From an optimization exercise on the open Yosys and OpenROAD flow, aimed at small area, a short achievable clock period and few clock cycles per item; shortcuts taken in it are not production practice.
Only simulation tests tie the RTL to the original design; equivalence was not proved.
Power is estimated from default activity; no workload was simulated.

run A:
==> flow/design.v (excerpt) <==
module normalized_iir_section_filter #(
   parameter int COEF_BITS      = 24,
   parameter int COEF_FRAC_BITS = 16
) (
   input  wire logic        clock,
   input  wire logic        reset,
   input  wire logic        req_valid,
   output logic             req_stall,
   input  wire logic [16:0] req_data,    
   output logic             rsp_valid,
   input  wire logic        rsp_stall,
   output logic [17:0]      rsp_data,    
   input  wire logic        csr_we,
   input  wire logic [2:0]  csr_index,
   input  wire logic [23:0] csr_wdata
);
Size: roughly 5900 cells after synthesis, ~43000 um2 of cells after synthesis.
==> flow/config.mk <==
export PLATFORM = sky130hd
export DESIGN_NAME = normalized_iir_section_filter
export DESIGN_NICKNAME = normalized_iir_section_filter
export VERILOG_FILES = /design/flow/design.v
export SDC_FILE = /design/flow/constraint.sdc
export NUM_CORES = 4
export LEC_CHECK = 0
export ABC_AREA = 1
export CAP_MARGIN = 20
export CORE_MARGIN = 2
export CORE_UTILIZATION = 40
export SETUP_SLACK_MARGIN = 5
export SLEW_MARGIN = 20
export TNS_END_PERCENT = 0
==> flow/constraint.sdc <==
create_clock -name core_clock -period 9.0 [get_ports {clock}]
set_input_delay 1.8000 -clock core_clock [delete_from_list [all_inputs] [get_ports {clock}]]
set_output_delay 1.8000 -clock core_clock [all_outputs]
set_load 0.01 [all_outputs]
run.sh (not shown) runs the stock make flow with config.mk's settings and CLKGATE_MAP_FILE= SYNTH_SCRIPT=/design/flow/synth_recipe.tcl, a recipe that flattens the netlist after the stock synthesis.
Run A completed; timing, DRC and antenna clean
Testbench counts of run A, summed over its fixed seeds: cycles 28,864, items 3,072.
#### Input delta (run B over run A)
Settings: changing TNS_END_PERCENT from 0 to 5.
Findings:
Run B was carried through to the last stage, and its layout satisfied the timing, DRC and antenna checks. Run B gives less number of logic stages on the critical path including buffering than run A did. On switching power, run A and run B are neck and neck. Going from run A to run B, violation count after the first detailed-route iteration rose 0.98%, number of antenna violations at the first check in global routing up 1, sum of met2 wire segment lengths after detailed routing has decreased. The met3 wire length number comes out higher for run A vs run B. Run A vs run B, endpoint of the most critical setup path: rr[13]$_DFFE_PP_ vs ps[20]$_DFF_P_. Post-CTS clock slew at the launch and capture registers of the worst setup and hold paths essentially unchanged between run B and run A. Worst hold slack: run A vs run B — no meaningful difference. There was hardly any difference in design area between run B and run A. Setup slack in run B is larger than in run A. Going from run A to run B, the achievable clock frequency was found to have gone up by 0.0023 GHz.
[inputs] run C vs run B
Settings: clearing TNS_END_PERCENT, which used to be 5.
Diff run B..run C | clock sink count | unchanged. Lower number of global-route vias before repair among run B and run C: run B. Between run B and run C, the sum of met3 wire segment lengths after detailed routing is lower for run B. Total power up about 4.3% in run C wrt run B. Across both runs, maximum frequency was higher for run C than for run B. Going from run B to run C, average detailed-routed wire length per instance grew by a few percent. Between run C and run B, the tightest hold margin figures differ only marginally.
### run C -> run D
Settings: an added TNS_END_PERCENT of 10.
### Flow results
- Against run C as the reference, run D delivers a higher post-route minimum period.
- Run D gives less part of the total power dissipated in combinational logic than run C did.
- Run D gives less number of post-CTS setup repair buffers than run C did.
- Number of global-route vias before repair went down slightly going from run C to run D.
- When the final numbers for run C and run D were put side by side, the slack of the critical path turned out to be greater in run C.
Input-level comparison between run E and run D:
Settings: clearing TNS_END_PERCENT, which used to be 10; putting PLACE_DENSITY at 0.8 where nothing was set.
==> run notes <==
Run D has completed all stages; timing, DRC and antenna checks passed.
Run E went all the way through the flow, and no timing, DRC or antenna check failed.
Compared with run D, wire length of the first global-routing pass in run E decreased by a few percent.
Clock period minus worst slack on run E is behind run D.
Total global routing track utilization ended up 1.2 points lower on run E than on run D.
The run showing the greater data required time at the worst endpoint is run D.
Total power (run E over run D): increase, 0.37 mW
Diff run D -> run E: total number of cells along the worst setup path shows a reduction of 5; cell area after placement saw little to no change; worst setup slack went down by 0.069 ns.
Looking only at number of antenna violations at the first check in global routing, and setting everything else aside, the higher value of run D and run E goes to run D.
Run E ended up with more standard cells than run D.
Relative to run D, the cell area of run E is higher by about 3%.

========
Another version of the RTL of normalized_iir_section_filter (not shown whole).
Size in the first run: roughly 5000 cells after synthesis, about 570 flip-flops.
clock: 9.0 ns
lec_check: 0
cap_margin: 20
core_margin: 2
core_utilization: 40
setup_slack_margin: 5
slew_margin: 20
The starting point finished with timing, DRC and antenna clean.
Testbench counts at the start, summed over its fixed seeds: cycles 28,928, items 3,072.
Next try:
CORE_UTILIZATION = 60   (was 40)
Result:
- fmax shrinks by 0.79%
- clock-buffer cell count goes up by 10
- power is higher by 2.0%
- first-iteration DRC count grows by 20%
- clock skew falls by 21 ps
- wire length climbs by 3.8%
- setup slack gets worse by 40 ps
- critical path depth drops by 1
- synthesized cell count is unchanged
- hold slack is about the same
- global-route usage goes up by 13 points

========
Setup of main:
Another version of the RTL of normalized_iir_section_filter (not shown whole).
Size in the first run: ~5,800 cells after synthesis, roughly 510 flip-flops, roughly 69 I/O pins, ~42,000 sq um of cells after synthesis.
Design normalized_iir_section_filter, start of the top module:
module normalized_iir_section_filter #(
   parameter int COEF_BITS      = 24,
   parameter int COEF_FRAC_BITS = 16
) (
   input  wire logic        clock,
   input  wire logic        reset,
   input  wire logic        req_valid,
   output logic             req_stall,
   input  wire logic [16:0] req_data,    
   output logic             rsp_valid,
   input  wire logic        rsp_stall,
   output logic [17:0]      rsp_data,    
   input  wire logic        csr_we,
   input  wire logic [2:0]  csr_index,
   input  wire logic [23:0] csr_wdata
);
clock: 9.0 ns
lec_check: 0
abc_area: 1
cap_margin: 20
core_margin: 2
core_utilization: 40
setup_slack_margin: 4.5
slew_margin: 20
Every stage of the flow completed for main, and the final layout passed the timing, DRC and antenna checks.
Testbench counts of main, summed over its fixed seeds: cycles 28,928, items 3,072.
#### Input delta (the feature branch over main)
Settings: changing SETUP_SLACK_MARGIN from 4.5 to 5.
[summary]
Between main and the feature branch, the difference in worst hold slack is negligible.
In the tables for main and the feature branch, post-route core utilization reads lower with main.
| count of cell instances traversed by the critical path | the feature branch vs main | 4 lower |

========
Another version of the RTL of normalized_iir_section_filter (not shown whole).
For scale: ~69 I/O pins.
// normalized_iir_section_filter
module normalized_iir_section_filter #(
   parameter int COEF_BITS      = 24,
   parameter int COEF_FRAC_BITS = 16
) (
   input  wire logic        clock,
   input  wire logic        reset,
   input  wire logic        req_valid,
   output logic             req_stall,
   input  wire logic [16:0] req_data,    
   output logic             rsp_valid,
   input  wire logic        rsp_stall,
   output logic [17:0]      rsp_data,    
   input  wire logic        csr_we,
   input  wire logic [2:0]  csr_index,
   input  wire logic [23:0] csr_wdata
);
clock: 9.0 ns
lec_check: 0
abc_area: 1
cap_margin: 20
core_margin: 2
core_utilization: 50
setup_slack_margin: 5
slew_margin: 20
The starting point produced a clean layout.
Testbench counts at the start, summed over its fixed seeds: cycles 28,928, items 3,072.
Next try:
CORE_UTILIZATION = 40   (was 50)
Outcome: Setup slack improves by 0.020 ns; hold slack is about the same; routed wire length came out lower by 3.5%; first-iteration DRC count goes down by 28%; sequential power drops by about 2%; design area drops by 2.2%.

========
## the reference run
normalized_iir_section_filter, a different RTL version from the one above (not shown whole).
Size: roughly 5,000 cells after synthesis, ~69 I/O pins, ~41,000 um^2 of cells after synthesis.
export LEC_CHECK = 0
export CAP_MARGIN = 20
export CORE_MARGIN = 2
export CORE_UTILIZATION = 40
export SETUP_SLACK_MARGIN = 5
export SLEW_MARGIN = 20
create_clock -name core_clock -period 9.0 [get_ports {clock}]
The reference run: no failed stages, no open violations at the end
Testbench counts of the reference run, summed over its fixed seeds: cycles 28,928, items 3,072.
> inputs changed (the reference run -> the trial run)
Settings: ABC_AREA newly set to 1.
==> run notes <==
The trial run ended up with e_q[0] as its worst setup path startpoint; the reference run ended up with e_q[1]. Synthesized flop and latch total came out exactly the same in the reference run and the trial run. Diff the reference run -> the trial run | number of placed instances with taps included | up by more than 10%. Headroom to the max-slew limit, the reference run and the trial run: lower on the reference run. When the trial run is measured against the reference run, its met3 demand-to-capacity share in global routing turns out 0.58 points lower. Wire length, the reference run and the trial run, lower one = the reference run. The trial run vs the reference run: total die area up. Relative to the reference run, net switching share of the total power has gone up in the trial run. On final estimated routing congestion in global placement: the trial run sits above the reference run. The lower total buffers and inverters traversed by the critical path of the reference run and the trial run is in the reference run. The trial run vs the reference run: global router's overall resource usage up. Post-synthesis sequential area ratio: lower on the trial run.

========
== red ==
Another version of the RTL of normalized_iir_section_filter (not shown whole).
Settings: LEC_CHECK=0, ABC_AREA=1, CAP_MARGIN=20, CORE_MARGIN=2, CORE_UTILIZATION=40, SETUP_SLACK_MARGIN=4.5, SLEW_MARGIN=20; clock period 9.0 ns.
red closes out successfully: all stages finished, all timing, DRC and antenna checks passed.
Testbench counts of red, summed over its fixed seeds: cycles 28,928, items 3,072.
Inputs modified between red and blue:
Settings: SETUP_SLACK_MARGIN now 5, was 4.5.
### Flow results
- Changes observed in blue relative to red: final cycle utilization of the critical path down 2.4 points; pre-CTS setup slack rose by 0.057 ns; count of placed standard cells in the final layout, fillers left out higher.
- Power on blue is up relative to red.
- blue: no failed stages, no open violations at the end
- p_usem$_DFFE_PN_ as the worst setup path startpoint was reported by blue, and pidx[0]$_SDFFE_PN0P_ by red.

port drivers added, routing unchanged:
Ports are ideal in the flow. The routed layouts listed here were re-timed in OpenROAD.
Step 1 assumes that a clkbuf_16 drives the clock port and a buf_2 every other input.
Step 2 also shifts input and output timing later by t, the mid clock arrival at the registers, as if the neighbouring blocks saw the same clock.
a / b / c = no drivers / after step 1 / after step 2; a / b = the first two.
run	t (ns)	setup WS [ns]	cell pins on the clock port's net
run A	0.709	4.839 / 4.839 / 4.300	1
run B	0.706	4.880 / 4.880 / 4.305	1
run C	0.740	4.895 / 4.895 / 4.472	1
run D	0.708	4.891 / 4.891 / 4.312	1
run E	0.738	4.821 / 4.821 / 4.440	1
the first run of note 2	0.724	3.968 / 3.968 / 3.968	1
the second run of note 2	0.705	3.928 / 3.928 / 3.928	1
main	0.715	4.484 / 4.484 / 4.314	1
the feature branch	0.772	4.691 / 4.691 / 4.549	1
the first run of note 4	0.707	4.247 / 4.247 / 4.247	1
the second run of note 4	0.693	4.268 / 4.268 / 4.268	1
the reference run	0.722	4.092 / 4.092 / 4.092	1
the trial run	0.728	4.722 / 4.722 / 4.501	1
red	0.719	4.726 / 4.726 / 4.198	1
blue	0.727	4.943 / 4.943 / 4.535	1
After both steps setup and hold are still met in every run listed. The setup slack of run D, which loses most, moves by 0.000 ns with the drivers and by -0.579 ns with both steps.
